Source: an optimization exercise on an open RTL-to-GDS flow (aim: small area, a short achievable clock period and few clock cycles per item). Production flows keep margins and buffers that such runs may drop.
At most, simulation tests tie the RTL to the original design; equivalence was not proved.
The RTL of runs 1 and 5 was laid out without a check of its function.
Power and IR drop assume default switching activity.

**flow/design.v**
```verilog
package fusion_pkg;
  typedef enum logic [1:0] {
    MODE_TRUNC    = 2'd0,
    MODE_ROUND    = 2'd1,
    MODE_PASS_NEW = 2'd2,
    MODE_PASS_OLD = 2'd3
  } mode_e;
  function automatic int beats_per_frame(input int image_dim, input int pixels_per_beat);
    beats_per_frame = (image_dim * image_dim) / pixels_per_beat;
  endfunction
  function automatic int cnt_width(input int n);
    cnt_width = (n > 1) ? $clog2(n) : 1;
  endfunction
endpackage
module fusion_lane
(
  input  logic       clk,
  input  logic       en,           
  input  logic       frc_one,      
  input  logic       frc_zero,     
  input  logic       c_half,       
  input  logic       c_pass,       
  input  logic       sel_y,        
  input  logic       sel_x,        
  input  logic       pass2,        
  input  logic [7:0] x_in,
  input  logic [7:0] y_in,
  input  logic [7:0] d_in,
  output logic [7:0] fused
);
  logic [7:0] deff;
  logic [7:0] pp0, pp1, pp2, pp3, pp4, pp5, pp6, pp7;
  logic [15:0] row_a, row_b, sum;
  logic [7:0] blend;
  logic s1, c2, s3, c4, s5, c6, s7, c8, s9, c10, s11, c12, s13, c14, s15, c16, s17, c18, s19, c20, s21, c22, s23, c24, s25, c26, s27, c28, s29, c30, s31, c32, s33, c34, s35, c36, s37, c38, s39, c40, s41, c42, s43, c44, s45, c46, s47, c48, s49, c50, s51, c52, s53, c54, s55, c56, s57, c58, s59, c60, s61, c62, s63, c64, s65, c66, s67, c68, s69, c70, s71, c72, s73, c74, s100, c101, s102, c103, s104, c105, s106, c107, s108, c109, s110, c111;
  logic r75, r76, r77, r78, r79, r80, r81, r82, r83, r84, r85, r86, r87, r88, r89, r90, r91, r92, r93, r94, r95, r96, r97, r98, r99;
  assign deff = d_in;
  assign pp0 = deff[0] ? y_in : x_in;
  assign pp1 = deff[1] ? y_in : x_in;
  assign pp2 = deff[2] ? y_in : x_in;
  assign pp3 = deff[3] ? y_in : x_in;
  assign pp4 = deff[4] ? y_in : x_in;
  assign pp5 = deff[5] ? y_in : x_in;
  assign pp6 = deff[6] ? y_in : x_in;
  assign pp7 = deff[7] ? y_in : x_in;
  logic pass1;
  logic [7:0] v;
  assign pass1 = sel_x | sel_y;
  assign v = sel_x ? x_in : y_in;
  assign s1 = pp0[6] ^ pp1[5];
  assign c2 = pp0[6] & pp1[5];
  assign s3 = c_half ^ pp0[7] ^ pp1[6];
  assign c4 = (c_half & pp0[7]) | (c_half & pp1[6]) | (pp0[7] & pp1[6]);
  assign s5 = pp2[5] ^ pp3[4] ^ pp4[3];
  assign c6 = (pp2[5] & pp3[4]) | (pp2[5] & pp4[3]) | (pp3[4] & pp4[3]);
  assign s7 = pp5[2] ^ pp6[1];
  assign c8 = pp5[2] & pp6[1];
  assign s9 = pp1[7] ^ pp2[6] ^ pp3[5];
  assign c10 = (pp1[7] & pp2[6]) | (pp1[7] & pp3[5]) | (pp2[6] & pp3[5]);
  assign s11 = pp4[4] ^ pp5[3] ^ pp6[2];
  assign c12 = (pp4[4] & pp5[3]) | (pp4[4] & pp6[2]) | (pp5[3] & pp6[2]);
  assign s13 = pp2[7] ^ pp3[6] ^ pp4[5];
  assign c14 = (pp2[7] & pp3[6]) | (pp2[7] & pp4[5]) | (pp3[6] & pp4[5]);
  assign s15 = pp0[4] ^ pp1[3];
  assign c16 = pp0[4] & pp1[3];
  assign s17 = pp0[5] ^ pp1[4] ^ pp2[3];
  assign c18 = (pp0[5] & pp1[4]) | (pp0[5] & pp2[3]) | (pp1[4] & pp2[3]);
  assign s19 = pp3[2] ^ pp4[1];
  assign c20 = pp3[2] & pp4[1];
  assign s21 = pp2[4] ^ pp3[3] ^ pp4[2];
  assign c22 = (pp2[4] & pp3[3]) | (pp2[4] & pp4[2]) | (pp3[3] & pp4[2]);
  assign s23 = pp5[1] ^ pp6[0] ^ s1;
  assign c24 = (pp5[1] & pp6[0]) | (pp5[1] & s1) | (pp6[0] & s1);
  assign s25 = pp7[0] ^ c2 ^ s7;
  assign c26 = (pp7[0] & c2) | (pp7[0] & s7) | (c2 & s7);
  assign s27 = s3 ^ s5;
  assign c28 = s3 & s5;
  assign s29 = pp7[1] ^ c8 ^ c4;
  assign c30 = (pp7[1] & c8) | (pp7[1] & c4) | (c8 & c4);
  assign s31 = c6 ^ s9 ^ s11;
  assign c32 = (c6 & s9) | (c6 & s11) | (s9 & s11);
  assign s33 = pp5[4] ^ pp6[3] ^ pp7[2];
  assign c34 = (pp5[4] & pp6[3]) | (pp5[4] & pp7[2]) | (pp6[3] & pp7[2]);
  assign s35 = c10 ^ c12 ^ s13;
  assign c36 = (c10 & c12) | (c10 & s13) | (c12 & s13);
  assign s37 = pp3[7] ^ pp4[6] ^ pp5[5];
  assign c38 = (pp3[7] & pp4[6]) | (pp3[7] & pp5[5]) | (pp4[6] & pp5[5]);
  assign s39 = pp6[4] ^ pp7[3] ^ c14;
  assign c40 = (pp6[4] & pp7[3]) | (pp6[4] & c14) | (pp7[3] & c14);
  assign s41 = pp4[7] ^ pp5[6] ^ pp6[5];
  assign c42 = (pp4[7] & pp5[6]) | (pp4[7] & pp6[5]) | (pp5[6] & pp6[5]);
  assign s43 = pp0[3] ^ pp1[2];
  assign c44 = pp0[3] & pp1[2];
  assign s45 = pp2[2] ^ pp3[1] ^ pp4[0];
  assign c46 = (pp2[2] & pp3[1]) | (pp2[2] & pp4[0]) | (pp3[1] & pp4[0]);
  assign s47 = pp5[0] ^ c16 ^ s19;
  assign c48 = (pp5[0] & c16) | (pp5[0] & s19) | (c16 & s19);
  assign s49 = c20 ^ c18 ^ s21;
  assign c50 = (c20 & c18) | (c20 & s21) | (c18 & s21);
  assign s51 = c22 ^ c24 ^ s25;
  assign c52 = (c22 & c24) | (c22 & s25) | (c24 & s25);
  assign s53 = c26 ^ c28 ^ s29;
  assign c54 = (c26 & c28) | (c26 & s29) | (c28 & s29);
  assign s55 = s33 ^ c30 ^ c32;
  assign c56 = (s33 & c30) | (s33 & c32) | (c30 & c32);
  assign s57 = c34 ^ s37 ^ c36;
  assign c58 = (c34 & s37) | (c34 & c36) | (s37 & c36);
  assign s59 = pp7[4] ^ c38 ^ s41;
  assign c60 = (pp7[4] & c38) | (pp7[4] & s41) | (c38 & s41);
  assign s61 = pp5[7] ^ pp6[6] ^ pp7[5];
  assign c62 = (pp5[7] & pp6[6]) | (pp5[7] & pp7[5]) | (pp6[6] & pp7[5]);
  assign s63 = pp0[2] ^ pp1[1] ^ pp2[0];
  assign c64 = (pp0[2] & pp1[1]) | (pp0[2] & pp2[0]) | (pp1[1] & pp2[0]);
  assign s65 = pp2[1] ^ pp3[0] ^ s43;
  assign c66 = (pp2[1] & pp3[0]) | (pp2[1] & s43) | (pp3[0] & s43);
  assign s67 = c44 ^ s15 ^ s45;
  assign c68 = (c44 & s15) | (c44 & s45) | (s15 & s45);
  assign s69 = c46 ^ s17 ^ s47;
  assign c70 = (c46 & s17) | (c46 & s47) | (s17 & s47);
  assign s71 = c42 ^ s61 ^ c60;
  assign c72 = (c42 & s61) | (c42 & c60) | (s61 & c60);
  assign s73 = pp6[7] ^ pp7[6] ^ c62;
  assign c74 = (pp6[7] & pp7[6]) | (pp6[7] & c62) | (pp7[6] & c62);
  logic [6:0] low_sum;
  assign low_sum = {1'b0, c68, c66, c64, s63, pp0[1], pp0[0]} + {1'b0, s69, s67, s65, 1'b0, pp1[0], 1'b0};
  assign s100 = r75 ^ r76 ^ r77;
  assign c101 = (r75 & r76) | (r75 & r77) | (r76 & r77);
  assign s102 = r79 ^ r80 ^ r81;
  assign c103 = (r79 & r80) | (r79 & r81) | (r80 & r81);
  assign s104 = r82 ^ r83 ^ r84;
  assign c105 = (r82 & r83) | (r82 & r84) | (r83 & r84);
  assign s106 = r85 ^ r86 ^ r87;
  assign c107 = (r85 & r86) | (r85 & r87) | (r86 & r87);
  assign s108 = r88 ^ r89 ^ r90;
  assign c109 = (r88 & r89) | (r88 & r90) | (r89 & r90);
  assign s110 = r91 ^ r92 ^ r93;
  assign c111 = (r91 & r92) | (r91 & r93) | (r92 & r93);
  assign row_a = {1'b0, r97, r95, c111, c109, c107, c105, c103, c101, s100, 1'b0, 1'b0, 1'b0, 1'b0, 1'b0, 1'b0};
  assign row_b = {1'b0, r98, r96, r94, s110, s108, s106, s104, s102, r78, 1'b0, 1'b0, 1'b0, 1'b0, 1'b0, 1'b0};
  logic [10:0] sum_hi;
  assign sum_hi = {row_a[15:6], 1'b1} + {row_b[15:6], r99};
  assign sum = {sum_hi[10:1], 6'b0};
  assign blend = sum[15:8];
  always_ff @(posedge clk) begin
    if (en) begin
      r75 <= pass1 ? v[0] : c48;
      r76 <= s49;
      r77 <= pass1 ? v[1] : s23;
      r78 <= c70;
      r79 <= pass1 ? v[2] : c50;
      r80 <= s51;
      r81 <= pass1 ? v[3] : s27;
      r82 <= c52;
      r83 <= s53;
      r84 <= s31;
      r85 <= c54;
      r86 <= s55;
      r87 <= s35;
      r88 <= c56;
      r89 <= s57;
      r90 <= pass1 ? v[4] : s39;
      r91 <= c58;
      r92 <= s59;
      r93 <= pass1 ? v[5] : c40;
      r94 <= s71;
      r95 <= c72;
      r96 <= s73;
      r97 <= pass1 ? v[6] : pp7[7];
      r98 <= pass1 ? v[7] : c74;
      r99 <= low_sum[6];
    end
  end
  logic [7:0] res;
  assign res = pass2 ? {r98, r97, r93, r90, r81, r79, r77, r75} : blend;
  always_ff @(posedge clk)
    if (en) fused <= res;
endmodule
module fusion_blend_v2
#(
  parameter int PIXELS_PER_BEAT = 16,
  parameter int PIX_W           = 8,
  parameter int WGT_W           = 8,
  parameter int IMAGE_DIM       = 512
) (
  input  logic                             clk,
  input  logic                             rst,
  input  logic [1:0]                       mode,
  input  logic                             in_valid,
  output logic                             in_ready,
  input  logic [PIX_W*PIXELS_PER_BEAT-1:0] old_frame,
  input  logic [PIX_W*PIXELS_PER_BEAT-1:0] new_frame,
  input  logic [WGT_W*PIXELS_PER_BEAT-1:0] weight,
  output logic                             out_valid,
  input  logic                             out_ready,
  output logic [PIX_W*PIXELS_PER_BEAT-1:0] fused_frame,
  output logic                             out_last,
  output logic                             frame_done
);
  localparam int BPF   = fusion_pkg::beats_per_frame(IMAGE_DIM, PIXELS_PER_BEAT);
  localparam int CNT_W = fusion_pkg::cnt_width(BPF);
  localparam logic [CNT_W-1:0] LAST_IDX = CNT_W'(BPF - 1);
  localparam int NST = 2;    
  localparam bit PASSMUX = 1;
  logic             en, acc, out_hs, first_beat, is_last, hold0;
  logic             mode_ok_q;
  logic [NST-1:0]   v_q, last_q;
  logic             done_q;
  logic [CNT_W-1:0] cnt_q;
  assign en     = !v_q[NST-1] || out_ready;
  assign out_hs = v_q[NST-1] && out_ready;
  assign first_beat = (cnt_q == '0);
  assign is_last    = (cnt_q == LAST_IDX);
  assign hold0    = first_beat && !mode_ok_q;
  assign in_ready = en && !hold0;
  assign acc      = in_valid && in_ready;
  always_ff @(posedge clk) begin
    if (rst) begin
      mode_ok_q <= 1'b0;
      cnt_q     <= '0;
      v_q       <= '0;
      done_q    <= 1'b0;
    end else begin
      if (in_valid && hold0) mode_ok_q <= 1'b1;
      if (acc) begin
        cnt_q <= is_last ? '0 : cnt_q + CNT_W'(1);
        if (first_beat) mode_ok_q <= 1'b0;
      end
      if (en) v_q <= NST'({v_q, in_valid && !hold0});
      done_q <= out_hs && last_q[NST-1];
    end
  end
  always_ff @(posedge clk)
    if (en) last_q <= NST'({last_q, is_last});
  logic p_new, p_old, c_half, c_pass, frc_one, frc_zero, sel_x, sel_y;
  always_ff @(posedge clk) begin
    if (rst) begin
      p_new    <= 1'b0;
      p_old    <= 1'b0;
      c_half   <= 1'b0;
      c_pass   <= 1'b0;
    end else if (in_valid && hold0) begin
      p_new    <= (mode == 2'd2);
      p_old    <= (mode == 2'd3);
      c_half   <= PASSMUX ? (mode == 2'd1) : (mode != 2'd0);
      c_pass   <= !PASSMUX && mode[1];
    end
  end
  assign frc_one  = !PASSMUX && p_new;
  assign frc_zero = !PASSMUX && p_old;
  assign sel_y    = PASSMUX && p_new;
  assign sel_x    = PASSMUX && p_old;
  logic pass2_q;
  always_ff @(posedge clk)
    if (en) pass2_q <= p_new || p_old;
  for (genvar i = 0; i < PIXELS_PER_BEAT; i++) begin : g_lane
    fusion_lane u_lane (
      .clk      (clk),
      .en       (en),
      .frc_one  (frc_one),
      .frc_zero (frc_zero),
      .c_half   (c_half),
      .c_pass   (c_pass),
      .sel_y    (sel_y),
      .sel_x    (sel_x),
      .pass2    (pass2_q),
      .x_in     (old_frame[i*PIX_W +: PIX_W]),
      .y_in     (new_frame[i*PIX_W +: PIX_W]),
      .d_in     (weight[i*WGT_W +: WGT_W]),
      .fused    (fused_frame[i*PIX_W +: PIX_W])
    );
  end
  assign out_valid  = v_q[NST-1];
  assign out_last   = last_q[NST-1];
  assign frame_done = done_q;
endmodule
```
**flow/flow/run.sh**
```bash
#!/bin/bash
# Own layout flow: the standard layout (standard.sh, unchanged synthesis and steps), with
# the port buffers that global placement inserts made plain buffers instead of the default
# delay-buffer cell. Every input and output port still gets its own buffer.
set -euo pipefail
export BUFFER_PORTS_ARGS="-buffer_cell sky130_fd_sc_hd__buf_2"
bash standard.sh > standard.log 2>&1
```
**flow/standard.sh**
```bash
#!/bin/bash
# synth_recipe.tcl (not shown) runs the flow's synth.tcl, then flattens the netlist and writes it again
# the make line also repeats each setting of config.mk as NAME=value (left out here)
make -C /OpenROAD-flow-scripts/flow DESIGN_CONFIG=/design/flow/config.mk WORK_HOME=/design/flow/orfs CLKGATE_MAP_FILE= SYNTH_SCRIPT=/design/flow/synth_recipe.tcl "${@:-finish}"
```
**flow/config.mk**
```make
export PLATFORM = sky130hd
export DESIGN_NAME = fusion_blend_v2
export DESIGN_NICKNAME = fusion_blend_v2
export VERILOG_FILES = /design/flow/design.v
export SDC_FILE = /design/flow/constraint.sdc
export NUM_CORES = 4
export LEC_CHECK = 0
export CAP_MARGIN = 20
export CORE_MARGIN = 2
export CORE_UTILIZATION = 55
export PLACE_DENSITY = 0.65
export SETUP_SLACK_MARGIN = 2.0
export SLEW_MARGIN = 20
```
**flow/constraint.sdc**
```tcl
create_clock -name core_clock -period 5.5 [get_ports {clk}]
set_input_delay 1.1000 -clock core_clock [delete_from_list [all_inputs] [get_ports {clk}]]
set_output_delay 1.1000 -clock core_clock [all_outputs]
set_load 0.01 [all_outputs]
```
==> flow_metrics.py, run 1 <==
metrics = {
    "status": {
        "status": "no timing/DRC/antenna violations",
    },
    "clocking": {
        "htreeDepth": 3,
        "cts.hold.buffers_added": 0,
        "cts_buffers": 70,
        "cts_root_buffer": "clkbuf_16",
        "postCtsSetupBuffers": 0,
        "clockBufferDepth": 3,
        "clk_pin_slew_ps": 60,
        "clock_latency_ps": 620,
        "tritoncts": "done",
        "cts_resized": 0,
        "clock-sinks": 552,
    },
    "worst_setup_path": {
        "r2r_end": "g_lane[4].u_lane.r83$_DFFE_PP_",
        "path_depth": 7,
        "crit_slowest_cell": "dfxtp_1",
        "crit_path_frequent_cell": "nor2_1",
        "crit_chain": "inv_1 > ha_1 > nor4b_1 > nand4_1 > nor2_1 > nor2_1 > buf_2",
        "cp-end-kind": "output port",
        "r2r_cells": 6,
        "crit_buf_inv": 2,
        "startpoint": "cnt_q[0]$_SDFFE_PP0P_",
        "r2r_slack_ps": 2400,
        "critical_path_class": "reg -> out",
        "worstSetupStartpointType": "register",
        "crit_end": "in_ready",
        "critPathTopFamily": "simple AND/OR/NAND/NOR gates",
        "slowest_delay_ps": 350,
        "arrival_ps": 2190,
        "crit_required_ps": 4400,
        "crit_path_max_fanout": 6,
        "timing.rr.start": "c_half$_SDFFE_PP0P_",
    },
    "place": {
        "place_area_um2": 56800,
        "numPortBuffers": 521,
        "gp_congestion": 0.894,
        "dp_hpwl_um": 98000,
        "preCtsSetupSlack_ps": 1750,
    },
    "timing": {
        "drv_slew": 0,
        "whs_ps": 432,
        "slew_headroom_pct": 32.1,
        "tightest_slew_ps": 1020,
        "finalCritPeriodShare_pct": 59.9,
        "final.setup_skew_ps": 33.4,
        "period_needed_ps": 3290,
        "fin_ws_ps": 2210,
        "hold_violations": 0,
        "fmax_ghz": 0.304,
        "setup_viol": 0,
        "rsz0062_at_grt": "false",
    },
    "drt": {
        "wire_per_inst_um": 20.6,
        "routed_wl_um": 129000,
        "via_per_inst": 5.60,
        "first_pass_iters": 6,
        "drc": 0,
        "drt_iter0_drc": 1719,
        "num_vias": 35000,
        "drtAntennaViolNets": 0,
    },
    "floorplanning": {
        "core-area_um2": 96900,
        "rows": 114,
        "fp.dieW_um": 317,
        "initial_core_util_pct": 55.5,
        "dieArea_um2": 100000,
        "fp.dieH_um": 317,
        "io_pins": 522,
    },
    "global_routing": {
        "grt_usage_pct": 25.8,
        "grt_pass1_vias": 36400,
        "grt_pass1_wl_um": 204000,
        "antenna_found_initial": 48,
        "grt.overflow.total": 0,
        "grt_start_max_net_pins": 184,
    },
    "synth": {
        "syn_avg_cell_area_um2": 11.4,
        "synth_cells": 4716,
        "synth_top_area_cell": "edfxtp_1",
        "synthFlopType": "edfxtp_1",
        "synth_cell_types": 55,
        "syn_area_um2": 53800,
        "synth_top_area_share_pct": 29.6,
        "synthTopCellsByArea": "edfxtp_1 (30%), fa_1 (22%), mux2i_1 (13%)",
        "synth-edff-count": 531,
        "synth_fp_nets": 5988,
        "synth_common_cells": "mux2i_1 (683), inv_1 (601), fa_1 (592), edfxtp_1 (531), mux2_2 (450)",
        "synth_most_common_cell": "mux2i_1",
        "yosys_warnings": 2,
        "ys_seq_area_share_pct": 30.4,
        "ys_ff_latch": 552,
        "async_flop_share_pct": 0,
    },
    "final_layout": {
        "finish.utilization_pct": 61.1,
        "drive_above_1_share_pct": 22.6,
        "nNetsFinal": 6164,
        "regMostFlops": "g_lane.u_lane.fused",
        "multiInputGateArea_um2": 33800,
        "largest_reg_flops": 128,
        "fin_area_um2": 59200,
        "fill_cells": 8070,
        "area_growth_pct": 10.0,
        "seqCellArea_um2": 16400,
    },
    "power_and_ir_drop": {
        "irDropWorstVdd_v": 0.000231,
        "power.leakage_nw": 26.2,
        "p_per_area_nw_per_um2": 449,
    },
    "run": {
        "drv_cap": 0,
    },
    "hold_path": {
        "hp-class": "reg -> reg",
    },
}
[power by group]
group	internal [mW]	switching (mW)	total (mW)
clock network	2.72	1.87	4.59
logic	6.07	7.76	13.8
registers	7.25	0.911	8.16
[cell usage in the layout, fill, tap and decap left out, drive strengths merged, types with 21 or more instances in the layout]
master	netlist	routed
inv	602	609
nand2b	37	37
mux2i	683	683
dfxtp	21	21
o31ai	29	29
mux2	450	450
xnor2	43	43
nand2	289	289
nor2	55	55
buf	25	535
o21ai	292	292
clkbuf	406	86
fa	592	592
nor3	37	37
xor2	34	34
edfxtp	531	531
clkinv	0	22
a211oi	45	45
diode	0	33
ha	290	290
a21oi	72	72
[cells by family after synthesis]
family	share of synthesized area [%]
xor+xnor	1.25
fa+ha+maj	28.8
flops	30.4
compound gates	6.02
simple gates	4.11
buf+inv	7.28
mux	22.1
[worst min-delay path by stage]
stage	from	endpoint	slack [ps]	cells after the start
final	last_q[0]$_DFFE_PP_	last_q[1]$_DFFE_PP_	430	0
after global routing	last_q[0]$_DFFE_PP_	last_q[1]$_DFFE_PP_	450	0
after CTS	last_q[0]$_DFFE_PP_	last_q[1]$_DFFE_PP_	440	0
after detailed placement	last_q[0]$_DFFE_PP_	last_q[1]$_DFFE_PP_	410	0
after global placement	last_q[0]$_DFFE_PP_	last_q[1]$_DFFE_PP_	420	0
after floorplan	last_q[0]$_DFFE_PP_	last_q[1]$_DFFE_PP_	400	0
[worst register-to-register path: stages, from the launching register on]
cell and delay (ps):
dfxtp_2 1000, buf_4 460, fa_1 240, inv_1 50
fa_1 560, inv_1 70, fa_1 470
[metrics by stage]
| stage | std cells | setup TNS, ps | total power [mW] |
|---|---|---|---|
| floorplan | 4716 | -2196780 | 18.2 |
| global placement | 6096 | 0 | 21.9 |
| detailed placement | 6096 | 0 | 22.2 |
| CTS | 6222 | 0 | 26.9 |
| global route | 6250 | 0 | 29.1 |
| finish | 6255 | 0 | 26.6 |
[final cells by class]
class,count,area share (%)
flip-flops and latches,552,27.7
clock buffers,86,3.17
clock inverters,40,0.679
repair buffers,535,4.67
multi-input cells,3131,57.2
diodes,33,0.140
inverters,602,3.82
well taps,1276,2.70
[per-layer routing]
metal	part of all wire (%)	wire (um)	GRT usage, %	up-vias
met3	5.1	6510	4.34	202
met1	44	56300	34.6	17500
met4	2.5	3230	8.28	32
li1	-	-	-	16500
met5	0.15	189	0	-
met2	49	62600	42.9	787
==> run 2: changes to the inputs <==
--- a/flow/design.v
+++ b/flow/design.v
@@ -202,29 +202,39 @@
   localparam int NST = 2;    
   localparam bit PASSMUX = 1;
   logic             en, acc, out_hs, first_beat, is_last, hold0;
-  logic             mode_ok_q;
+  logic             mode_ok_q, mode_ok_d, first_q, first_d, hold0_q;
   logic [NST-1:0]   v_q, last_q;
   logic             done_q;
   logic [CNT_W-1:0] cnt_q;
   assign en     = !v_q[NST-1] || out_ready;
   assign out_hs = v_q[NST-1] && out_ready;
-  assign first_beat = (cnt_q == '0);
-  assign is_last    = (cnt_q == LAST_IDX);
-  assign hold0    = first_beat && !mode_ok_q;
-  assign in_ready = en && !hold0;
-  assign acc      = in_valid && in_ready;
+  assign is_last = (cnt_q == LAST_IDX);
+  assign first_beat = first_q;
+  assign hold0      = hold0_q;
+  assign in_ready   = en && !hold0;
+  assign acc        = in_valid && in_ready;
+  always_comb begin
+    first_d   = first_q;
+    mode_ok_d = mode_ok_q;
+    if (in_valid && hold0) mode_ok_d = 1'b1;
+    if (acc) begin
+      first_d = is_last;
+      if (first_beat) mode_ok_d = 1'b0;
+    end
+  end
   always_ff @(posedge clk) begin
     if (rst) begin
       mode_ok_q <= 1'b0;
+      first_q   <= 1'b1;
+      hold0_q   <= 1'b1;
       cnt_q     <= '0;
       v_q       <= '0;
       done_q    <= 1'b0;
     end else begin
-      if (in_valid && hold0) mode_ok_q <= 1'b1;
-      if (acc) begin
-        cnt_q <= is_last ? '0 : cnt_q + CNT_W'(1);
-        if (first_beat) mode_ok_q <= 1'b0;
-      end
+      mode_ok_q <= mode_ok_d;
+      first_q   <= first_d;
+      hold0_q   <= first_d && !mode_ok_d;
+      if (acc) cnt_q <= is_last ? '0 : cnt_q + CNT_W'(1);
       if (en) v_q <= NST'({v_q, in_valid && !hold0});
       done_q <= out_hs && last_q[NST-1];
     end
==> flow_metrics.py, run 2 <==
metrics = {
    "timing": {
        "setup_viol": 0,
        "finalCritPeriodShare_pct": 56.6,
        "whs_ps": 422,
        "rsz0062_at_grt": "false",
        "fmax_ghz": 0.321,
        "drv_slew": 0,
        "final.setup_skew_ps": 25.1,
        "period_needed_ps": 3110,
        "hold_violations": 0,
        "tightest_slew_ps": 1020,
        "slew_headroom_pct": 32.3,
    },
    "synth": {
        "synth_fp_nets": 5984,
        "synth-edff-count": 531,
        "synthFlopType": "edfxtp_1",
        "ys_ff_latch": 554,
        "yosys_warnings": 2,
        "async_flop_share_pct": 0,
        "synth_cells": 4713,
        "ys_seq_area_share_pct": 30.5,
        "synth_most_common_cell": "mux2i_1",
        "synth_top_area_share_pct": 29.6,
        "synth_common_cells": "mux2i_1 (683), inv_1 (606), fa_1 (592), edfxtp_1 (531), mux2_2 (449)",
        "synth_top_area_cell": "edfxtp_1",
        "synthTopCellsByArea": "edfxtp_1 (30%), fa_1 (22%), mux2i_1 (13%)",
        "syn_area_um2": 53800,
        "synth_cell_types": 55,
        "syn_avg_cell_area_um2": 11.4,
    },
    "worst_setup_path": {
        "crit_path_max_fanout": 8,
        "r2r_slack_ps": 2450,
        "r2r_end": "g_lane[0].u_lane.fused[6]$_DFFE_PN_",
        "critical_path_class": "in -> reg",
        "arrival_ps": 3490,
        "crit_required_ps": 5880,
        "cp-end-kind": "register",
        "worstSetupStartpointType": "input pin",
        "r2r_cells": 7,
        "timing.rr.start": "g_lane[0].u_lane.r77$_DFFE_PN_",
    },
    "power_and_ir_drop": {
        "power.leakage_nw": 26.3,
        "p_per_area_nw_per_um2": 447,
        "irDropWorstVdd_v": 0.000283,
    },
    "global_routing": {
        "grt_pass1_wl_um": 201000,
        "grt_usage_pct": 25.6,
        "grt_pass1_vias": 35800,
        "grt_start_max_net_pins": 165,
        "grt.overflow.total": 0,
        "antenna_found_initial": 57,
    },
    "place": {
        "gp_congestion": 0.908,
        "dp_hpwl_um": 97900,
        "placed_cells": 6093,
        "place_area_um2": 56900,
        "numPortBuffers": 521,
    },
    "final_layout": {
        "area_growth_pct": 10.1,
        "finish.utilization_pct": 61.2,
        "fin_area_um2": 59300,
        "drive_above_1_share_pct": 23.0,
        "finalNonFillerCells": 6246,
        "largest_reg_flops": 128,
        "nNetsFinal": 6160,
        "final_cell_mix": "mux2i_1 (683), inv_1 (605), fa_1 (592)",
        "final_common_cell": "mux2i_1",
        "regMostFlops": "g_lane.u_lane.fused",
        "fill_cells": 7901,
    },
    "drt": {
        "first_pass_iters": 5,
        "via_per_inst": 5.60,
        "drc": 0,
        "routed_wl_um": 128000,
        "drt_iter0_drc": 2113,
        "num_vias": 35000,
        "drtAntennaViolNets": 0,
        "wire_per_inst_um": 20.5,
    },
    "clocking": {
        "clockBufferDepth": 3,
        "htreeDepth": 3,
        "cts_resized": 0,
        "clock-sinks": 554,
        "cts_buffers": 70,
        "clock_latency_ps": 640,
        "cts.hold.buffers_added": 0,
        "postCtsSetupBuffers": 0,
        "tritoncts": "done",
        "cts_root_buffer": "clkbuf_16",
        "clk_pin_slew_ps": 50,
    },
    "floorplanning": {
        "dieArea_um2": 100000,
        "fp.dieW_um": 317,
        "fp.dieH_um": 317,
        "io_pins": 522,
        "core-area_um2": 96900,
        "rows": 114,
        "initial_core_util_pct": 55.6,
    },
    "hold_path": {
        "hp-class": "reg -> reg",
        "whs_path_depth": 0,
        "hold_start": "last_q[0]$_DFFE_PN_",
        "min_to": "last_q[1]$_DFFE_PN_",
    },
    "status": {
        "status": "no timing/DRC/antenna violations",
    },
    "run": {
        "drv_cap": 0,
    },
}
-- run 2: changes by cell type in the layout (fill, tap and decap cells not counted), moves of 8 or more --
cell / before / now
a211oi_2: 0 / 9
a21oi_1: 72 / 57
a31o_2: 3 / 12
nand2_1: 289 / 307
o21ai_0: 242 / 258
o21ai_1: 50 / 22
xnor2_1: 43 / 51
-- run 2: cell families after synthesis --
group	synth area share [%]
fa+ha+maj	28.7
simple gates	4.17
mux	22.1
compound gates	5.83
buf+inv	7.29
xor+xnor	1.42
flops	30.5
-- run 2: worst max path at each step --
| stage | startpoint | end | slack, ps | depth (start not counted) |
|---|---|---|---|---|
| floorplan | out_ready | cnt_q[2]$_SDFFE_PP0P_ | -4730 | 7 |
| global placement | weight[67] | g_lane[8].u_lane.r99$_DFFE_PN_ | 1830 | 10 |
| detailed placement | weight[108] | g_lane[13].u_lane.r99$_DFFE_PN_ | 1750 | 10 |
| CTS | g_lane[0].u_lane.r77$_DFFE_PN_ | g_lane[0].u_lane.fused[6]$_DFFE_PN_ | 2330 | 7 |
| global route | g_lane[0].u_lane.r77$_DFFE_PN_ | g_lane[0].u_lane.fused[6]$_DFFE_PN_ | 2080 | 7 |
| finish | weight[73] | g_lane[9].u_lane.r99$_DFFE_PN_ | 2390 | 10 |
-- run 2: area by class of cell --
| class | instances | area [um2] | share of cell area, % |
|---|---|---|---|
| inverter | 606 | 2280 | 3.85 |
| multi-input combinational | 3125 | 33800 | 57.1 |
| tap | 1276 | 1600 | 2.69 |
| clock buffer | 85 | 1820 | 3.07 |
| timing repair buffer | 532 | 2790 | 4.71 |
| sequential | 554 | 16400 | 27.7 |
| antenna | 31 | 77.6 | 0.131 |
| clock inverter | 37 | 437 | 0.737 |
-- run 2: report_power, final --
part / total (mW) / switching (mW) / internal [mW]
logic: 13.8 / 7.69 / 6.08
registers: 8.13 / 0.887 / 7.24
clock network: 4.60 / 1.83 / 2.78
total: 26.5 / 10.4 / 16.1
-- run 2: routing by layer --
metal	vias to the layer above	share of wire, %	wire (um)	global-route usage (%)
met4	46	2.3	2890	7.27
met1	17500	44	55700	35.1
met5	-	0.23	295	0
met2	793	47	60800	41.1
li1	16400	-	-	-
met3	202	6.5	8290	5.35
-- run 2: metrics by stage --
stage	TNS [ps]	total power, mW	worst slack [ps]
2_1_floorplan	-2280790	18.2	-4730
3_3_place_gp	0	21.8	1830
3_5_place_dp	0	22.1	1750
4_1_cts	0	26.8	2330
5_1_grt	0	29.0	2080
6_report	0	26.5	2390
-- run 2: worst max-delay path, cell delays in order --
cell and delay, ps:
buf_2 230, mux2_2 370, ha_1 230, fa_1 520
inv_1 60, fa_1 520, inv_1 50, ha_1 260
o21ai_1 90, nand2b_1 70
Testbench counts of run 2, summed over its fixed seeds: cycles 65,548, items 65,536.
==> run 3: changes to the inputs <==
--- a/flow/config.mk
+++ b/flow/config.mk
@@ -7,7 +7,7 @@
 export LEC_CHECK = 0
 export CAP_MARGIN = 20
 export CORE_MARGIN = 2
-export CORE_UTILIZATION = 55
-export PLACE_DENSITY = 0.65
+export CORE_UTILIZATION = 65
+export PLACE_DENSITY = 0.72
 export SETUP_SLACK_MARGIN = 2.0
 export SLEW_MARGIN = 20
==> flow_metrics.py, run 3 <==
metrics = {
    "drt": {
        "drtAntennaViolNets": 0,
        "first_pass_iters": 6,
        "via_per_inst": 5.81,
        "routed_wl_um": 125000,
        "num_vias": 35200,
        "drc": 0,
        "wire_per_inst_um": 20.6,
        "drt_iter0_drc": 1989,
    },
    "synth": {
        "async_flop_share_pct": 0,
        "synthTopCellsByArea": "edfxtp_1 (30%), fa_1 (22%), mux2i_1 (13%)",
        "ys_seq_area_share_pct": 30.5,
        "syn_avg_cell_area_um2": 11.4,
        "synth-edff-count": 531,
        "synthFlopType": "edfxtp_1",
        "yosys_warnings": 2,
        "syn_area_um2": 53800,
        "synth_cells": 4713,
        "synth_fp_nets": 5984,
        "synth_common_cells": "mux2i_1 (683), inv_1 (606), fa_1 (592), edfxtp_1 (531), mux2_2 (449)",
        "synth_top_area_share_pct": 29.6,
        "synth_most_common_cell": "mux2i_1",
        "ys_ff_latch": 554,
        "synth_cell_types": 55,
        "synth_top_area_cell": "edfxtp_1",
    },
    "hold_path": {
        "hp-class": "reg -> reg",
    },
    "final_layout": {
        "nNetsFinal": 6153,
        "largest_reg_flops": 128,
        "final_cell_mix": "mux2i_1 (683), inv_1 (605), fa_1 (592)",
        "fill_cells": 6024,
        "final_common_cell": "mux2i_1",
        "drive_above_1_share_pct": 22.9,
        "regMostFlops": "g_lane.u_lane.fused",
        "finish.utilization_pct": 71.6,
        "area_growth_pct": 9.22,
        "fin_area_um2": 58800,
    },
    "floorplanning": {
        "fp.dieW_um": 292,
        "fp.dieH_um": 292,
        "rows": 105,
        "core-area_um2": 82100,
        "initial_core_util_pct": 65.6,
        "io_pins": 522,
        "dieArea_um2": 85200,
    },
    "clocking": {
        "cts_buffers": 61,
        "clockBufferDepth": 3,
        "cts_root_buffer": "clkbuf_16",
        "tritoncts": "done",
        "cts.hold.buffers_added": 0,
        "clock-sinks": 554,
        "clk_pin_slew_ps": 70,
        "clock_latency_ps": 650,
        "cts_resized": 0,
        "htreeDepth": 2,
        "postCtsSetupBuffers": 0,
    },
    "timing": {
        "period_needed_ps": 3120,
        "tightest_slew_ps": 1120,
        "fmax_ghz": 0.320,
        "final.setup_skew_ps": 29.9,
        "finalCritPeriodShare_pct": 56.8,
        "setup_viol": 0,
        "slew_headroom_pct": 25.6,
        "rsz0062_at_grt": "false",
        "hold_violations": 0,
        "fin_ws_ps": 2380,
        "drv_slew": 0,
    },
    "power_and_ir_drop": {
        "p_int_mw": 15.7,
        "swShare_pct": 39.9,
        "p_comb_share_pct": 53.2,
        "p_per_area_nw_per_um2": 445,
        "irDropWorstVdd_v": 0.000344,
        "power.leakage_nw": 26.2,
        "sequentialPowerShare_pct": 31.0,
        "p_switching_mw": 10.5,
        "fin_total_pwr_mw": 26.2,
        "clockPowerShare_pct": 15.8,
    },
    "worst_setup_path": {
        "crit_slowest_cell": "fa_1",
        "cp-end-kind": "register",
        "critical_path_class": "in -> reg",
        "crit_chain": "buf_2 > mux2_4 > ha_4 > fa_1 > inv_1 > fa_1 > inv_1 > ha_1 > o21ai_1 > nand2b_1",
        "arrival_ps": 3510,
        "worstSetupStartpointType": "input pin",
        "crit_required_ps": 5890,
        "crit_path_max_fanout": 8,
        "slowest_delay_ps": 530,
    },
    "global_routing": {
        "antenna_found_initial": 67,
        "grt_start_max_net_pins": 231,
        "grt_usage_pct": 29.5,
        "grt.overflow.total": 0,
        "grt_pass1_wl_um": 200000,
        "grt_pass1_vias": 36600,
    },
    "run": {
        "drv_cap": 0,
    },
    "place": {
        "place_area_um2": 56700,
        "numPortBuffers": 521,
        "gp_congestion": 0.909,
        "dp_hpwl_um": 94600,
        "preCtsSetupSlack_ps": 1750,
    },
    "status": {
        "status": "no timing/DRC/antenna violations",
    },
}
[run 3: cell count changes in the layout (fill, tap and decap cells not counted), moves of 3 or more]
cell and delta:
diode_2 +19, clkbuf_16 -9, clkinvlp_4 +6, clkbuf_1 -4, buf_4 +3
[run 3: metrics by stage]
| stage | setup TNS [ps] | std cells | hold slack [ps] |
|---|---|---|---|
| floorplan | -2280790 | 4713 | 400 |
| global placement | 0 | 5889 | 407 |
| detailed placement | 0 | 5889 | 413 |
| CTS | 0 | 6002 | 433 |
| global route | 0 | 6039 | 457 |
| finish | 0 | 6052 | 435 |
[run 3: final cells by class]
class | count | area, um2 | share of cell area, %
Antenna cell | 50 | 125 | 0.213
Clock buffer | 71 | 1560 | 2.66
Clock inverter | 42 | 453 | 0.770
Inverter | 606 | 2280 | 3.87
Multi-Input combinational cell | 3125 | 33800 | 57.5
Sequential cell | 554 | 16400 | 27.9
Tap cell | 1070 | 1340 | 2.28
Timing Repair Buffer | 534 | 2790 | 4.75
[run 3: critical path: cells and delay by family]
kind | cells | cell delay, ps
adders and majority gates | 4 | 1520
and+or+nand+nor | 1 | 90
AOI/OAI and AO/OA | 1 | 100
buffers and inverters | 3 | 350
muxes | 1 | 350
[run 3: cells by family (layout without fill, tap and decap cells)]
logic type | count (synthesis) | after routing | share of synthesized area [%]
other | 0 | 50 | 0
adder cells (fa/ha/maj) | 881 | 881 | 28.7
multiplexers | 1132 | 1132 | 22.1
XOR/XNOR | 87 | 87 | 1.42
flip-flops | 554 | 554 | 30.5
AND/OR/NAND/NOR | 509 | 509 | 4.17
AO/OA/AOI/OAI | 516 | 516 | 5.83
buffers and inverters | 1034 | 1253 | 7.29
[run 3: power groups by stage]
stage	Sequential (mW)	Combinational (mW)	Clock, mW
6_report	8.13	13.9	4.14
5_1_grt	8.31	15.9	4.37
4_1_cts	8.15	14.0	4.22
3_5_place_dp	8.23	13.8	0
3_3_place_gp	8.18	13.4	0
2_1_floorplan	8.24	9.99	0
[run 3: final timing paths]
| kind | startpoint | endpoint | slack [ps] | cells after the start |
|---|---|---|---|---|
| min | last_q[0]$_DFFE_PN_ | last_q[1]$_DFFE_PN_ | 440 | 0 |
| max | weight[99] | g_lane[12].u_lane.r99$_DFFE_PN_ | 2380 | 10 |
| max reg2reg | c_half$_SDFFE_PP0P_ | g_lane[10].u_lane.r83$_DFFE_PN_ | 2390 | 6 |
| min reg2reg | last_q[0]$_DFFE_PN_ | last_q[1]$_DFFE_PN_ | 440 | 0 |
[run 3: metal layers]
layer	vias up	GRT usage (%)	wire length, um
met5	-	0	253
met4	44	11.0	4480
met3	261	5.96	7940
met2	867	48.1	59800
met1	17600	39.3	52300
li1	16400	-	-
==> run 4: changes to the inputs <==
--- a/flow/config.mk
+++ b/flow/config.mk
@@ -7,7 +7,7 @@
 export LEC_CHECK = 0
 export CAP_MARGIN = 20
 export CORE_MARGIN = 2
-export CORE_UTILIZATION = 65
-export PLACE_DENSITY = 0.72
-export SETUP_SLACK_MARGIN = 2.0
+export CORE_UTILIZATION = 55
+export PLACE_DENSITY = 0.65
+export SETUP_SLACK_MARGIN = 2.4
 export SLEW_MARGIN = 20
==> flow_metrics.py, run 4 <==
metrics = {
    "final_layout": {
        "final_cell_mix": "mux2i_1 (683), inv_1 (601), fa_1 (580)",
        "area_growth_pct": 10.4,
        "drive_above_1_share_pct": 23.8,
        "regMostFlops": "g_lane.u_lane.fused",
        "nNetsFinal": 6163,
        "final_common_cell": "mux2i_1",
        "largest_reg_flops": 128,
        "finalNonFillerCells": 6236,
        "fill_cells": 7854,
        "fin_area_um2": 59500,
    },
    "worst_setup_path": {
        "critical_path_class": "in -> reg",
        "arrival_ps": 3420,
        "cp-end-kind": "register",
        "timing.rr.start": "c_half$_SDFFE_PP0P_",
        "crit_end": "g_lane[12].u_lane.r99$_DFFE_PN_",
        "startpoint": "weight[99]",
        "crit_chain": "buf_2 > mux2_4 > ha_4 > fa_1 > inv_1 > fa_1 > inv_1 > ha_1 > o21ai_1 > nand2b_1",
        "crit_path_max_fanout": 8,
        "r2r_cells": 6,
        "worstSetupStartpointType": "input pin",
        "slowest_delay_ps": 500,
        "r2r_end": "g_lane[0].u_lane.r83$_DFFE_PN_",
        "crit_required_ps": 5860,
        "crit_slowest_cell": "fa_1",
        "r2r_slack_ps": 2520,
    },
    "floorplanning": {
        "io_pins": 522,
        "initial_core_util_pct": 55.6,
        "dieArea_um2": 100000,
        "rows": 114,
        "fp.dieW_um": 317,
        "fp.dieH_um": 317,
        "core-area_um2": 96900,
    },
    "clocking": {
        "cts_buffers": 70,
        "clockBufferDepth": 3,
        "clock-sinks": 554,
        "cts_root_buffer": "clkbuf_16",
        "tritoncts": "done",
        "htreeDepth": 3,
        "clk_pin_slew_ps": 60,
        "clock_latency_ps": 630,
    },
    "place": {
        "place_area_um2": 57100,
        "placed_cells": 6096,
        "gp_congestion": 0.884,
        "preCtsSetupSlack_ps": 1810,
        "numPortBuffers": 521,
        "dp_hpwl_um": 97400,
    },
    "timing": {
        "drv_slew": 0,
        "period_needed_ps": 3050,
        "final.setup_skew_ps": 31.2,
        "tightest_slew_ps": 995,
        "fmax_ghz": 0.328,
        "fin_ws_ps": 2450,
        "finalCritPeriodShare_pct": 55.5,
        "rsz0062_at_grt": "false",
        "slew_headroom_pct": 33.6,
        "hold_violations": 0,
        "setup_viol": 0,
    },
    "synth": {
        "ys_ff_latch": 554,
        "syn_area_um2": 53800,
        "synth_common_cells": "mux2i_1 (683), inv_1 (606), fa_1 (592), edfxtp_1 (531), mux2_2 (449)",
        "synth_top_area_cell": "edfxtp_1",
        "synthFlopType": "edfxtp_1",
        "syn_avg_cell_area_um2": 11.4,
        "synth_most_common_cell": "mux2i_1",
        "yosys_warnings": 2,
        "async_flop_share_pct": 0,
        "synthTopCellsByArea": "edfxtp_1 (30%), fa_1 (22%), mux2i_1 (13%)",
        "synth-edff-count": 531,
        "synth_cell_types": 55,
        "synth_fp_nets": 5984,
        "synth_top_area_share_pct": 29.6,
        "synth_cells": 4713,
        "ys_seq_area_share_pct": 30.5,
    },
    "run": {
        "drv_cap": 0,
    },
    "drt": {
        "num_vias": 35000,
        "wire_per_inst_um": 20.5,
        "drc": 0,
        "first_pass_iters": 5,
        "routed_wl_um": 128000,
        "wl_met1_um": 56400,
        "drtAntennaViolNets": 0,
        "top_layer": "met5",
        "met3_length_um": 7390,
        "wl_met2_um": 60400,
        "via_per_inst": 5.61,
        "drt_iter0_drc": 2063,
    },
    "global_routing": {
        "grt_pass1_wl_um": 202000,
        "grt_pass1_vias": 36200,
        "grt.overflow.total": 0,
        "grt_start_max_net_pins": 172,
        "antenna_found_initial": 23,
        "grt_usage_pct": 25.6,
    },
    "power_and_ir_drop": {
        "power.leakage_nw": 26.4,
        "p_per_area_nw_per_um2": 448,
        "irDropWorstVdd_v": 0.000282,
    },
    "hold_path": {
        "hp-class": "reg -> reg",
    },
    "status": {
        "status": "no timing/DRC/antenna violations",
    },
}
==> run 4: changes by cell type in the layout (fill, tap and decap cells not counted), sizes merged <==
cell      before  now
clkbuf        71   88
buf          534  528
clkinv        26   27
diode         50   20
clkinvlp       7    3
==> run 4: power by group <==
| part | internal, mW | switching (mW) | total (mW) |
|---|---|---|---|
| Combinational | 6.13 | 7.80 | 13.9 |
| Sequential | 7.25 | 0.905 | 8.15 |
| Clock | 2.71 | 1.85 | 4.56 |
==> run 4: cells by family after synthesis <==
logic type,after synthesis,share of synthesized area (%)
buffers and inverters,1034,7.29
DFF,554,30.5
and+or+nand+nor,509,4.17
muxes,1132,22.1
AOI/OAI and AO/OA,516,5.83
adders and majority gates,881,28.7
xor gates and xnor gates,87,1.42
==> run 4: stage by stage <==
step	setup TNS, ps	util [%]	hold WS, ps	total power [mW]
after global placement	0	59.0	423	21.8
after floorplan	-2280790	-	400	18.3
after CTS	0	61.3	440	26.9
after global routing	0	61.4	442	29.2
after detailed placement	0	59.0	426	22.1
final	0	61.4	439	26.6
==> run 4: critical path: cells and delay by family <==
kind | cells | cell delay [ps]
simple gates | 1 | 60
mux | 1 | 350
compound gates | 1 | 90
fa+ha+maj | 4 | 1480
buf+inv | 3 | 340
==> run 4: per-layer routing <==
layer | vias up | GRT usage [%]
met2 | 804 | 41.1
met5 | - | 0
met1 | 17600 | 35.4
li1 | 16400 | -
met3 | 174 | 4.75
met4 | 16 | 7.92
==> run 4: repair_timing <==
item                                    CTS  global route
gates resized for setup                   0            12
setup buffers                             0             0
hold buffers                              0             0
endpoints found under the setup margin    0            11
==> run 4: final cells by class <==
cell class | count | area (um2) | area share (%)
Timing Repair Buffer | 535 | 2780 | 4.68
Clock inverter | 39 | 397 | 0.667
Antenna cell | 20 | 50.0 | 0.0842
Multi-Input combinational cell | 3125 | 34100 | 57.4
Tap cell | 1276 | 1600 | 2.69
Inverter | 606 | 2280 | 3.83
Sequential cell | 554 | 16400 | 27.6
Clock buffer | 81 | 1840 | 3.09
==> run 4: worst min-delay path by stage <==
stage,start,end,slack [ps],cells after the start
after detailed placement,last_q[0]$_DFFE_PN_,last_q[1]$_DFFE_PN_,430,0
final,last_q[0]$_DFFE_PN_,last_q[1]$_DFFE_PN_,440,0
after global routing,last_q[0]$_DFFE_PN_,last_q[1]$_DFFE_PN_,440,0
after floorplan,last_q[0]$_DFFE_PN_,last_q[1]$_DFFE_PN_,400,0
after global placement,last_q[0]$_DFFE_PN_,last_q[1]$_DFFE_PN_,420,0
after CTS,last_q[0]$_DFFE_PN_,last_q[1]$_DFFE_PN_,440,0
==> run 5: changes to the inputs <==
--- a/flow/design.v
+++ b/flow/design.v
@@ -32,8 +32,8 @@
   logic [7:0] pp0, pp1, pp2, pp3, pp4, pp5, pp6, pp7;
   logic [15:0] row_a, row_b, sum;
   logic [7:0] blend;
-  logic s1, c2, s3, c4, s5, c6, s7, c8, s9, c10, s11, c12, s13, c14, s15, c16, s17, c18, s19, c20, s21, c22, s23, c24, s25, c26, s27, c28, s29, c30, s31, c32, s33, c34, s35, c36, s37, c38, s39, c40, s41, c42, s43, c44, s45, c46, s47, c48, s49, c50, s51, c52, s53, c54, s55, c56, s57, c58, s59, c60, s61, c62, s63, c64, s65, c66, s67, c68, s69, c70, s71, c72, s73, c74, s100, c101, s102, c103, s104, c105, s106, c107, s108, c109, s110, c111;
-  logic r75, r76, r77, r78, r79, r80, r81, r82, r83, r84, r85, r86, r87, r88, r89, r90, r91, r92, r93, r94, r95, r96, r97, r98, r99;
+  logic s1, c2, s3, c4, s5, c6, s7, c8, s9, c10, s11, c12, s13, c14, s15, c16, s17, c18, s19, c20, s21, c22, s23, c24, s25, c26, s27, c28, s29, c30, s31, c32, s33, c34, s35, c36, s37, c38, s39, c40, s41, c42, s43, c44, s45, c46, s47, c48, s49, c50, s51, c52, s53, c54, s55, c56, s57, c58, s59, c60, s61, c62, s63, c64, s65, c66, s67, c68, s69, c70, s71, c72, s73, c74, s102, c103, s104, c105, s106, c107, s108, c109, s110, c111, s112, c113;
+  logic r75, r76, r77, r78, r79, r80, r81, r82, r83, r84, r85, r86, r87, r88, r89, r90, r91, r92, r93, r94, r95, r96, r97, r98, r99, r100, r101;
   assign deff = d_in;
   assign pp0 = deff[0] ? y_in : x_in;
   assign pp1 = deff[1] ? y_in : x_in;
@@ -121,57 +121,59 @@
   assign c72 = (c42 & s61) | (c42 & c60) | (s61 & c60);
   assign s73 = pp6[7] ^ pp7[6] ^ c62;
   assign c74 = (pp6[7] & pp7[6]) | (pp6[7] & c62) | (pp7[6] & c62);
-  logic [6:0] low_sum;
-  assign low_sum = {1'b0, c68, c66, c64, s63, pp0[1], pp0[0]} + {1'b0, s69, s67, s65, 1'b0, pp1[0], 1'b0};
-  assign s100 = r75 ^ r76 ^ r77;
-  assign c101 = (r75 & r76) | (r75 & r77) | (r76 & r77);
-  assign s102 = r79 ^ r80 ^ r81;
-  assign c103 = (r79 & r80) | (r79 & r81) | (r80 & r81);
-  assign s104 = r82 ^ r83 ^ r84;
-  assign c105 = (r82 & r83) | (r82 & r84) | (r83 & r84);
-  assign s106 = r85 ^ r86 ^ r87;
-  assign c107 = (r85 & r86) | (r85 & r87) | (r86 & r87);
-  assign s108 = r88 ^ r89 ^ r90;
-  assign c109 = (r88 & r89) | (r88 & r90) | (r89 & r90);
-  assign s110 = r91 ^ r92 ^ r93;
-  assign c111 = (r91 & r92) | (r91 & r93) | (r92 & r93);
-  assign row_a = {1'b0, r97, r95, c111, c109, c107, c105, c103, c101, s100, 1'b0, 1'b0, 1'b0, 1'b0, 1'b0, 1'b0};
-  assign row_b = {1'b0, r98, r96, r94, s110, s108, s106, s104, s102, r78, 1'b0, 1'b0, 1'b0, 1'b0, 1'b0, 1'b0};
-  logic [10:0] sum_hi;
-  assign sum_hi = {row_a[15:6], 1'b1} + {row_b[15:6], r99};
-  assign sum = {sum_hi[10:1], 6'b0};
+  logic [5:0] low_sum;
+  assign low_sum = {1'b0, c66, c64, s63, pp0[1], pp0[0]} + {1'b0, s67, s65, 1'b0, pp1[0], 1'b0};
+  assign s102 = r77 ^ r78 ^ r79;
+  assign c103 = (r77 & r78) | (r77 & r79) | (r78 & r79);
+  assign s104 = r81 ^ r82 ^ r83;
+  assign c105 = (r81 & r82) | (r81 & r83) | (r82 & r83);
+  assign s106 = r84 ^ r85 ^ r86;
+  assign c107 = (r84 & r85) | (r84 & r86) | (r85 & r86);
+  assign s108 = r87 ^ r88 ^ r89;
+  assign c109 = (r87 & r88) | (r87 & r89) | (r88 & r89);
+  assign s110 = r90 ^ r91 ^ r92;
+  assign c111 = (r90 & r91) | (r90 & r92) | (r91 & r92);
+  assign s112 = r93 ^ r94 ^ r95;
+  assign c113 = (r93 & r94) | (r93 & r95) | (r94 & r95);
+  assign row_a = {1'b0, r99, r97, c113, c111, c109, c107, c105, c103, s102, r75, 1'b0, 1'b0, 1'b0, 1'b0, 1'b0};
+  assign row_b = {1'b0, r100, r98, r96, s112, s110, s108, s106, s104, r80, r76, 1'b0, 1'b0, 1'b0, 1'b0, 1'b0};
+  logic [11:0] sum_hi;
+  assign sum_hi = {row_a[15:5], 1'b1} + {row_b[15:5], r101};
+  assign sum = {sum_hi[11:1], 5'b0};
   assign blend = sum[15:8];
   always_ff @(posedge clk) begin
     if (en) begin
-      r75 <= pass1 ? v[0] : c48;
-      r76 <= s49;
-      r77 <= pass1 ? v[1] : s23;
-      r78 <= c70;
-      r79 <= pass1 ? v[2] : c50;
-      r80 <= s51;
-      r81 <= pass1 ? v[3] : s27;
-      r82 <= c52;
-      r83 <= s53;
-      r84 <= s31;
-      r85 <= c54;
-      r86 <= s55;
-      r87 <= s35;
-      r88 <= c56;
-      r89 <= s57;
-      r90 <= pass1 ? v[4] : s39;
-      r91 <= c58;
-      r92 <= s59;
-      r93 <= pass1 ? v[5] : c40;
-      r94 <= s71;
-      r95 <= c72;
-      r96 <= s73;
-      r97 <= pass1 ? v[6] : pp7[7];
-      r98 <= pass1 ? v[7] : c74;
-      r99 <= low_sum[6];
+      r75 <= pass1 ? v[0] : c68;
+      r76 <= s69;
+      r77 <= pass1 ? v[1] : c48;
+      r78 <= s49;
+      r79 <= pass1 ? v[2] : s23;
+      r80 <= c70;
+      r81 <= pass1 ? v[3] : c50;
+      r82 <= s51;
+      r83 <= pass1 ? v[4] : s27;
+      r84 <= c52;
+      r85 <= s53;
+      r86 <= s31;
+      r87 <= c54;
+      r88 <= s55;
+      r89 <= s35;
+      r90 <= c56;
+      r91 <= s57;
+      r92 <= s39;
+      r93 <= c58;
+      r94 <= s59;
+      r95 <= pass1 ? v[5] : c40;
+      r96 <= s71;
+      r97 <= c72;
+      r98 <= s73;
+      r99 <= pass1 ? v[6] : pp7[7];
+      r100 <= pass1 ? v[7] : c74;
+      r101 <= low_sum[5];
     end
   end
   logic [7:0] res;
-  assign res = pass2 ? {r98, r97, r93, r90, r81, r79, r77, r75} : blend;
+  assign res = pass2 ? {r100, r99, r95, r83, r81, r79, r77, r75} : blend;
   always_ff @(posedge clk)
     if (en) fused <= res;
 endmodule
@@ -202,39 +204,29 @@
   localparam int NST = 2;    
   localparam bit PASSMUX = 1;
   logic             en, acc, out_hs, first_beat, is_last, hold0;
-  logic             mode_ok_q, mode_ok_d, first_q, first_d, hold0_q;
+  logic             mode_ok_q;
   logic [NST-1:0]   v_q, last_q;
   logic             done_q;
   logic [CNT_W-1:0] cnt_q;
   assign en     = !v_q[NST-1] || out_ready;
   assign out_hs = v_q[NST-1] && out_ready;
-  assign is_last = (cnt_q == LAST_IDX);
-  assign first_beat = first_q;
-  assign hold0      = hold0_q;
-  assign in_ready   = en && !hold0;
-  assign acc        = in_valid && in_ready;
-  always_comb begin
-    first_d   = first_q;
-    mode_ok_d = mode_ok_q;
-    if (in_valid && hold0) mode_ok_d = 1'b1;
-    if (acc) begin
-      first_d = is_last;
-      if (first_beat) mode_ok_d = 1'b0;
-    end
-  end
+  assign first_beat = (cnt_q == '0);
+  assign is_last    = (cnt_q == LAST_IDX);
+  assign hold0    = first_beat && !mode_ok_q;
+  assign in_ready = en && !hold0;
+  assign acc      = in_valid && in_ready;
   always_ff @(posedge clk) begin
     if (rst) begin
       mode_ok_q <= 1'b0;
-      first_q   <= 1'b1;
-      hold0_q   <= 1'b1;
       cnt_q     <= '0;
       v_q       <= '0;
       done_q    <= 1'b0;
     end else begin
-      mode_ok_q <= mode_ok_d;
-      first_q   <= first_d;
-      hold0_q   <= first_d && !mode_ok_d;
-      if (acc) cnt_q <= is_last ? '0 : cnt_q + CNT_W'(1);
+      if (in_valid && hold0) mode_ok_q <= 1'b1;
+      if (acc) begin
+        cnt_q <= is_last ? '0 : cnt_q + CNT_W'(1);
+        if (first_beat) mode_ok_q <= 1'b0;
+      end
       if (en) v_q <= NST'({v_q, in_valid && !hold0});
       done_q <= out_hs && last_q[NST-1];
     end
--- a/flow/config.mk
+++ b/flow/config.mk
@@ -9,5 +9,5 @@
 export CORE_MARGIN = 2
 export CORE_UTILIZATION = 55
 export PLACE_DENSITY = 0.65
-export SETUP_SLACK_MARGIN = 2.4
+export SETUP_SLACK_MARGIN = 2.0
 export SLEW_MARGIN = 20
==> flow_metrics.py, run 5 <==
metrics = {
    "status": {
        "status": "no timing/DRC/antenna violations",
    },
    "synth": {
        "synth_top_area_cell": "edfxtp_1",
        "synthFlopType": "edfxtp_1",
        "ys_seq_area_share_pct": 31.7,
        "synth_common_cells": "mux2i_1 (605), fa_1 (592), inv_1 (590), edfxtp_1 (563), mux2_2 (522)",
        "synth_cell_types": 60,
        "synth-edff-count": 563,
        "yosys_warnings": 2,
        "synth_most_common_cell": "mux2i_1",
        "ys_ff_latch": 584,
        "synthTopCellsByArea": "edfxtp_1 (31%), fa_1 (22%), mux2i_1 (11%)",
        "syn_avg_cell_area_um2": 11.5,
        "syn_area_um2": 54700,
        "synth_cells": 4753,
        "synth_fp_nets": 6025,
        "synth_top_area_share_pct": 30.9,
        "async_flop_share_pct": 0,
    },
    "drt": {
        "num_vias": 35400,
        "first_pass_iters": 5,
        "via_per_inst": 5.63,
        "drc": 0,
        "drtAntennaViolNets": 0,
        "routed_wl_um": 130000,
        "wire_per_inst_um": 20.6,
        "drt_iter0_drc": 2035,
    },
    "final_layout": {
        "area_growth_pct": 9.72,
        "fill_cells": 8124,
        "final_common_cell": "mux2i_1",
        "nNetsFinal": 6204,
        "regMostFlops": "g_lane.u_lane.fused",
        "final_cell_mix": "mux2i_1 (605), fa_1 (592), inv_1 (589)",
        "largest_reg_flops": 128,
        "drive_above_1_share_pct": 24.0,
        "fin_area_um2": 60100,
    },
    "clocking": {
        "tritoncts": "done",
        "cts_root_buffer": "clkbuf_16",
        "clk_pin_slew_ps": 60,
        "clockBufferDepth": 3,
        "cts_buffers": 73,
        "cts.hold.buffers_added": 0,
        "clock_latency_ps": 640,
        "clock-sinks": 584,
        "htreeDepth": 3,
    },
    "worst_setup_path": {
        "r2r_slack_ps": 2430,
        "crit_required_ps": 4400,
        "crit_slowest_cell": "dfxtp_1",
        "arrival_ps": 2130,
        "crit_path_max_fanout": 5,
        "r2r_cells": 6,
        "crit_chain": "inv_1 > ha_1 > nor4b_2 > nand4_1 > nor2_2 > nor2_1 > buf_2",
        "cp-end-kind": "output port",
        "worstSetupStartpointType": "register",
        "slowest_delay_ps": 340,
        "critical_path_class": "reg -> out",
        "r2r_end": "g_lane[4].u_lane.r85$_DFFE_PP_",
        "timing.rr.start": "c_half$_SDFFE_PP0P_",
        "startpoint": "cnt_q[0]$_SDFFE_PP0P_",
    },
    "floorplanning": {
        "io_pins": 522,
        "rows": 115,
        "fp.dieW_um": 319,
        "initial_core_util_pct": 55.5,
        "core-area_um2": 98600,
        "dieArea_um2": 102000,
        "fp.dieH_um": 319,
    },
    "hold_path": {
        "hold_start": "last_q[0]$_DFFE_PP_",
        "min_to": "last_q[1]$_DFFE_PP_",
        "whs_path_depth": 0,
        "hp-class": "reg -> reg",
    },
    "timing": {
        "period_needed_ps": 3230,
        "slew_headroom_pct": 29.7,
        "setup_viol": 0,
        "finalCritPeriodShare_pct": 58.7,
        "hold_violations": 0,
        "fmax_ghz": 0.310,
        "tightest_slew_ps": 1050,
        "drv_slew": 0,
        "rsz0062_at_grt": "false",
        "final.setup_skew_ps": 21.1,
    },
    "global_routing": {
        "grt_pass1_wl_um": 208000,
        "grt_start_max_net_pins": 200,
        "grt_pass1_vias": 37100,
        "grt.overflow.total": 0,
        "antenna_found_initial": 46,
        "grt_usage_pct": 25.7,
    },
    "place": {
        "dp_hpwl_um": 96700,
        "gp_congestion": 0.881,
        "place_area_um2": 57500,
        "numPortBuffers": 521,
    },
    "power_and_ir_drop": {
        "power.leakage_nw": 26.3,
        "fin_total_pwr_mw": 28.2,
        "p_per_area_nw_per_um2": 469,
        "irDropWorstVdd_v": 0.000264,
    },
    "run": {
        "drv_cap": 0,
    },
}
[run 5: cell families (layout without fill, tap and decap cells)]
| logic type | after synthesis | after routing | synth area share [%] |
|---|---|---|---|
| AO/OA/AOI/OAI | 518 | 518 | 5.41 |
| adder cells (fa/ha/maj) | 882 | 882 | 28.3 |
| buffers and inverters | 1020 | 1254 | 7.06 |
| other | 0 | 23 | 0 |
| multiplexers | 1127 | 1127 | 21.8 |
| AND/OR/NAND/NOR | 516 | 516 | 4.10 |
| flip-flops | 584 | 584 | 31.7 |
| XOR/XNOR | 106 | 106 | 1.70 |
[run 5: area by class of cell]
class                   instances  area, um2  area share (%)
multi-input cells            3149      33600            55.9
flip-flops and latches        584      17300            28.9
repair buffers                533       2760            4.60
inverters                     591       2220            3.70
clock buffers                  83       1910            3.18
well taps                    1287       1610            2.68
clock inverters                47        589           0.981
diodes                         23       57.6          0.0958
[run 5: through the flow]
step	instances	setup TNS [ps]	hold WS, ps	worst slack (ps)	util (%)
finish	6297	0	464	2270	60.9
global placement	6143	0	435	1740	58.3
global route	6295	0	472	2070	60.9
floorplan	4753	-2679110	400	-4640	-
CTS	6273	0	467	2040	60.9
detailed placement	6143	0	450	1680	58.3
[run 5: how the worst max path moves through the flow]
stage                                                to  cells after the start
floorplan           g_lane[0].u_lane.fused[0]$_DFFE_PP_                      2
global placement        g_lane[0].u_lane.r101$_DFFE_PP_                      6
detailed placement       g_lane[0].u_lane.r75$_DFFE_PP_                      6
CTS                                            in_ready                      7
global route                                   in_ready                      7
finish                                         in_ready                      7
[run 5: per-layer routing]
metal	vias to the layer above	track usage (%)	part of all wire (%)
li1	16500	-	-
met1	17700	34.8	44
met2	890	41.7	47
met3	232	5.05	5.8
met4	38	8.42	3.0
met5	-	0	0.19
[run 5: critical path, delay by kind of cell, from the launching register on]
kind | cells | cell delay (ps)
fa+ha+maj | 1 | 160
buf+inv | 2 | 260
flops | 1 | 340
simple gates | 4 | 730
[run 5: where the power goes]
part / switching [mW] / internal, mW
logic: 8.12 / 6.44
clock network: 1.95 / 3.10
registers: 0.905 / 7.67
total: 11.0 / 17.2
[run 5: timing repair]
item                       CTS  global route
setup buffers                0             1
gates resized for setup      0             2
setup endpoints to repair    0             1

[separate check: timing with driven ports]
Ports are ideal in the flow. The routed layouts listed here were re-timed in OpenROAD.
Step 1 (the two cells are an assumption about what drives the block):
set clk [get_ports {clk}]
set_driving_cell -lib_cell sky130_fd_sc_hd__clkbuf_16 $clk
set_driving_cell -lib_cell sky130_fd_sc_hd__buf_2 [delete_from_list [all_inputs] $clk]
Step 2 adds t to the input delays and takes it off the output delays; t is the mean of the earliest and latest rising clock arrival at the registers after step 1. Input paths then give back, and output paths get back, about the clock's delay inside the block.
Three values: ideal, step 1, step 2; two values: the first two.
run	shift t [ns]	setup slack, ns	worst hold slack (ns)	worst setup path at the end	pins driven straight from the clock port
run 1	0.668	2.205 / 2.140 / 1.721	0.432 / 0.432 / 0.432	input to register	1
run 2	0.692	2.386 / 2.328 / 1.636	0.422 / 0.422 / 0.422	input to register	1
run 3	0.707	2.377 / 2.362 / 1.655	0.435 / 0.435 / 0.435	input to register	1
run 4	0.689	2.448 / 2.477 / 1.788	0.439 / 0.439 / 0.439	input to register	1
run 5	0.698	2.272 / 2.198 / 1.667	0.464 / 0.464 / 0.464	input to register	1
After both steps setup and hold are still met in every run listed. The setup slack of run 2, which loses most, moves by -0.058 ns with the drivers and by -0.750 ns with both steps.
